Context: an optimization exercise on an open-source flow, tuned for small area and a short achievable clock period. The choices shown serve that exercise and are no tape-out recipe. In this exercise RTL edits were held to simulation tests only and were not proved equivalent to the original.

Design lcd_bus_responder, start of the top module:
module lcd_bus_responder #(
    parameter int BUSY_CYC  = 40,
    parameter int BUSY_LONG = 1520
) (
    input  logic               clk,
    input  logic               rst,
    input  logic               lcd_e,
    input  logic               lcd_rs,
    input  logic               lcd_rw,
    input  logic [7:0]         lcd_data_in,
    output logic [7:0]         lcd_data_out,
    output logic               lcd_data_oe,
    input  logic [6:0]         scan_addr,
    output logic [7:0]         scan_data,
    output logic [6:0]         cursor_addr,
    output logic [5:0]         shift_ofs,
    output logic               disp_on,
    output logic               cursor_on,
    output logic               blink_on,
    output logic               line2,
    output logic               bus8,
    output logic               busy,
    output logic               cmd_strobe,
    output logic               overrun,
    output logic               err
);
export LEC_CHECK = 0
export CAP_MARGIN = 20
export CELL_PAD_IN_SITES_DETAIL_PLACEMENT = 1
export CORE_MARGIN = 2
export CORE_UTILIZATION = 35
export CTS_CLUSTER_DIAMETER = 80
export CTS_CLUSTER_SIZE = 20
export PLACE_DENSITY = 0.45
export SLEW_MARGIN = 20
create_clock -name core_clock -period 10.0 [get_ports {clk}]
standard.sh (not shown) runs the stock make flow with config.mk's settings and CLKGATE_MAP_FILE= SYNTH_SCRIPT=/design/flow/synth_recipe.tcl, a recipe that flattens the netlist after the stock synthesis.
==> flow/flow/run.sh <==
#!/bin/bash
set -euo pipefail
here=$(pwd)
REPAIR_SETUP_MARGIN=6.5
rm -rf "$here/orfs_scripts"
cp -r "$FLOW_HOME/scripts" "$here/orfs_scripts"
cp "$here/flow/abc_area.script" "$here/orfs_scripts/abc_speed.script"
sed -i "s|append_env_var additional_args SETUP_SLACK_MARGIN -setup_margin 1|lappend additional_args -setup_margin $REPAIR_SETUP_MARGIN|" \
    "$here/orfs_scripts/util.tcl"
grep -q -- "-setup_margin $REPAIR_SETUP_MARGIN" "$here/orfs_scripts/util.tcl"
export SCRIPTS_DIR="$here/orfs_scripts"
bash "$here/standard.sh" > "$here/standard_flow.log" 2>&1
==> flow/flow/abc_area.script <==
&get -n
&st
&dch -f
&nf -p -R 30
&st
&dch -f
&nf -p -R 30
&put
buffer -c
topo
stime -c
upsize -c
dnsize -c
Edit:
--- a/flow/design.v
+++ b/flow/design.v
@@ -89,52 +89,47 @@
     always_ff @(posedge clk or posedge rst) begin
         if (rst) begin
             cap_rs   <= 1'b0;
             cap_rw   <= 1'b0;
             cap_data <= 8'h00;
         end else if (e_sync) begin
             cap_rs   <= lcd_rs;
             cap_rw   <= lcd_rw;
             cap_data <= lcd_data_in;
         end
     end
     assign fall      = e_prev & ~e_sync;
-    assign wr_accept = fall & ~cap_rw & ~busy_i;
-    assign wr_drop   = fall & ~cap_rw & busy_i;
+    assign wr_accept = fall & ~cap_rw & ~busy;
+    assign wr_drop   = fall & ~cap_rw & busy;
     assign rd_accept = fall & cap_rw;
     assign is_clear  = ~cap_rs & (cap_data == 8'h01);
     assign is_home   = ~cap_rs & (cap_data[7:1] == 7'b0000001);
     always_ff @(posedge clk or posedge rst) begin
         if (rst) state <= ST_IDLE;
         else     state <= state_nxt;
     end
     always_comb begin
         state_nxt = state;
         case (state)
             ST_IDLE: if (wr_accept) state_nxt = is_clear ? ST_FILL : ST_WAIT;
             ST_FILL: if (fill_idx == 7'd79) state_nxt = ST_WAIT;
             ST_WAIT: if (busy_cnt == '0) state_nxt = ST_IDLE;
             default: state_nxt = ST_IDLE;
         endcase
     end
-    logic busy_i;
     always_comb begin
-        busy_i  = (state != ST_IDLE);
+        busy    = (state != ST_IDLE);
         fill_we = (state == ST_FILL);
     end
     always_ff @(posedge clk or posedge rst) begin
-        if (rst) busy <= 1'b0;
-        else     busy <= (state_nxt != ST_IDLE);
-    end
-    always_ff @(posedge clk or posedge rst) begin
         if (rst) begin
             busy_cnt <= '0;
             fill_idx <= '0;
         end else begin
             case (state)
                 ST_IDLE: if (wr_accept) begin
                     fill_idx <= '0;
                     busy_cnt <= is_home ? LONG_LOAD : CYC_LOAD;
                 end
                 ST_FILL: begin
                     fill_idx <= fill_idx + 7'd1;
                     busy_cnt <= CYC_LOAD;
@@ -314,54 +309,52 @@
         for (int j = 0; j < 16; j++) begin
             cg[4*j+0] <= cg[4*j+1];
             cg[4*j+1] <= cg[4*j+2];
             cg[4*j+2] <= cg[4*j+3];
             cg[4*j+3] <= (c_cg && pa[5:2] == 4'(j)) ? pd : cg[4*j+0];
         end
     end
     function automatic logic [3:0] pos_sel(input logic [1:0] lo, input logic [1:0] r);
         pos_sel = 4'b0001 << 2'(lo - r);
     endfunction
     function automatic logic [7:0] dd_read(input logic [6:0] x, input logic [3:0] ps);
         logic            fh;
-        logic            dh;
         logic [31:0]     rs;
         logic [3:0][7:0] w;
         logic [7:0]      v;
         rs = 32'd1 << x[6:2];
         w  = '0;
         for (int p = 0; p < 4; p++)
             for (int j = 0; j < 32; j++) w[p] |= dd[4*j+p] & {8{rs[j]}};
+        v = '0;
+        for (int p = 0; p < 4; p++) v |= w[p] & {8{ps[p]}};
         fh = (fs_v[1] && fs_a1 == x && !ps[3]) ||
              (fs_v[2] && fs_a2 == x && (ps[0] || ps[1])) ||
              (fs_v[3] && fs_a3 == x && ps[0]);
-        dh = pv && !pcg && pa == x;
-        fh = fh && !dh;
-        v  = (pd & {8{dh}}) | (8'h20 & {8{fh}});
-        for (int p = 0; p < 4; p++) v |= w[p] & {8{ps[p] && !dh && !fh}};
-        dd_read = v;
+        if (pv && !pcg && pa == x) dd_read = pd;
+        else if (fh)               dd_read = 8'h20;
+        else                       dd_read = v;
     endfunction
     function automatic logic [7:0] cg_read(input logic [5:0] y, input logic [3:0] ps);
-        logic            dh;
         logic [15:0]     rs;
         logic [3:0][7:0] w;
         logic [7:0]      v;
         rs = 16'd1 << y[5:2];
         w  = '0;
         for (int p = 0; p < 4; p++)
             for (int j = 0; j < 16; j++) w[p] |= cg[4*j+p] & {8{rs[j]}};
-        dh = pv && pcg && pa[5:0] == y;
-        v  = pd & {8{dh}};
-        for (int p = 0; p < 4; p++) v |= w[p] & {8{ps[p] && !dh}};
-        cg_read = v;
+        v = '0;
+        for (int p = 0; p < 4; p++) v |= w[p] & {8{ps[p]}};
+        if (pv && pcg && pa[5:0] == y) cg_read = pd;
+        else                           cg_read = v;
     endfunction
     always_ff @(posedge clk) scan_data <= dd_read(scan_addr, pos_sel(scan_addr[1:0], rot));
     logic       oe_n;
     logic       rs_n;
     logic       busy_n;
     logic [7:0] dd_n;
     logic [7:0] data_n;
     logic [7:0] status_n;
     logic       rd_next;
     logic [6:0] ra_nx;
     logic [5:0] ca_nx;
     logic [6:0] ra;
@@ -378,18 +371,15 @@
         cq <= pos_sel(ca_nx[1:0], rot + 2'd1);
     end
     assign oe_n    = e_meta & (e_sync ? lcd_rw : cap_rw);
     assign rs_n    = e_sync ? lcd_rs : cap_rs;
     assign busy_n  = (state_nxt != ST_IDLE);
     assign dd_n    = (fill_we && fill_addr == ra) ? 8'h20 : dd_read(ra, rq);
     assign data_n   = cg_sel ? cg_read(ca, cq) : dd_n;
     assign status_n = cg_sel ? {busy_n, 1'b0, cg_addr} : {busy_n, ac};
     always_ff @(posedge clk or posedge rst) begin
         if (rst) lcd_data_out <= 8'h00;
         else     lcd_data_out <= oe_n ? (rs_n ? data_n : status_n) : 8'h00;
     end
-    always_ff @(posedge clk or posedge rst) begin
-        if (rst) lcd_data_oe <= 1'b0;
-        else     lcd_data_oe <= oe_n;
-    end
     assign cursor_addr = ac;
+    assign lcd_data_oe = e_sync & cap_rw;
 endmodule
After rerunning: The changed run finished with timing, DRC and antenna clean; routed wire length is lower by 4.1%; global-route usage is lower by 1.5 points; setup slack gets better by 170 ps; non-clock buffer count is lower by 135; design area is lower by 3.2%; sequential share of layout area is higher by 1.6 points; maximum frequency is higher by 4.7%; via count is lower by 3.2%.

[what the ideal ports hide]
The flow's constraints put no driver on any port. The routed layouts listed below were extracted and timed again, unchanged, in two steps.
Step 1 assumes that a clkbuf_16 drives the clock port and a buf_2 every other input.
Step 2 also shifts input and output timing later by t, the mid clock arrival at the registers, as if the neighbouring blocks saw the same clock.
Slacks: ideal ports / drivers / drivers and shift; pairs: ideal ports / drivers.
| run | shift t [ns] | setup slack, ns | cell pins on the clock port's net |
|---|---|---|---|
| the first run | 0.859 | 6.172 / 6.172 / 5.457 | 1 |
| the second run | 0.851 | 6.344 / 6.284 / 5.434 | 1 |
After both steps every run listed still meets setup and hold. For the second run, which loses most, drivers alone change the setup slack by -0.060 ns; drivers and shift together by -0.910 ns.
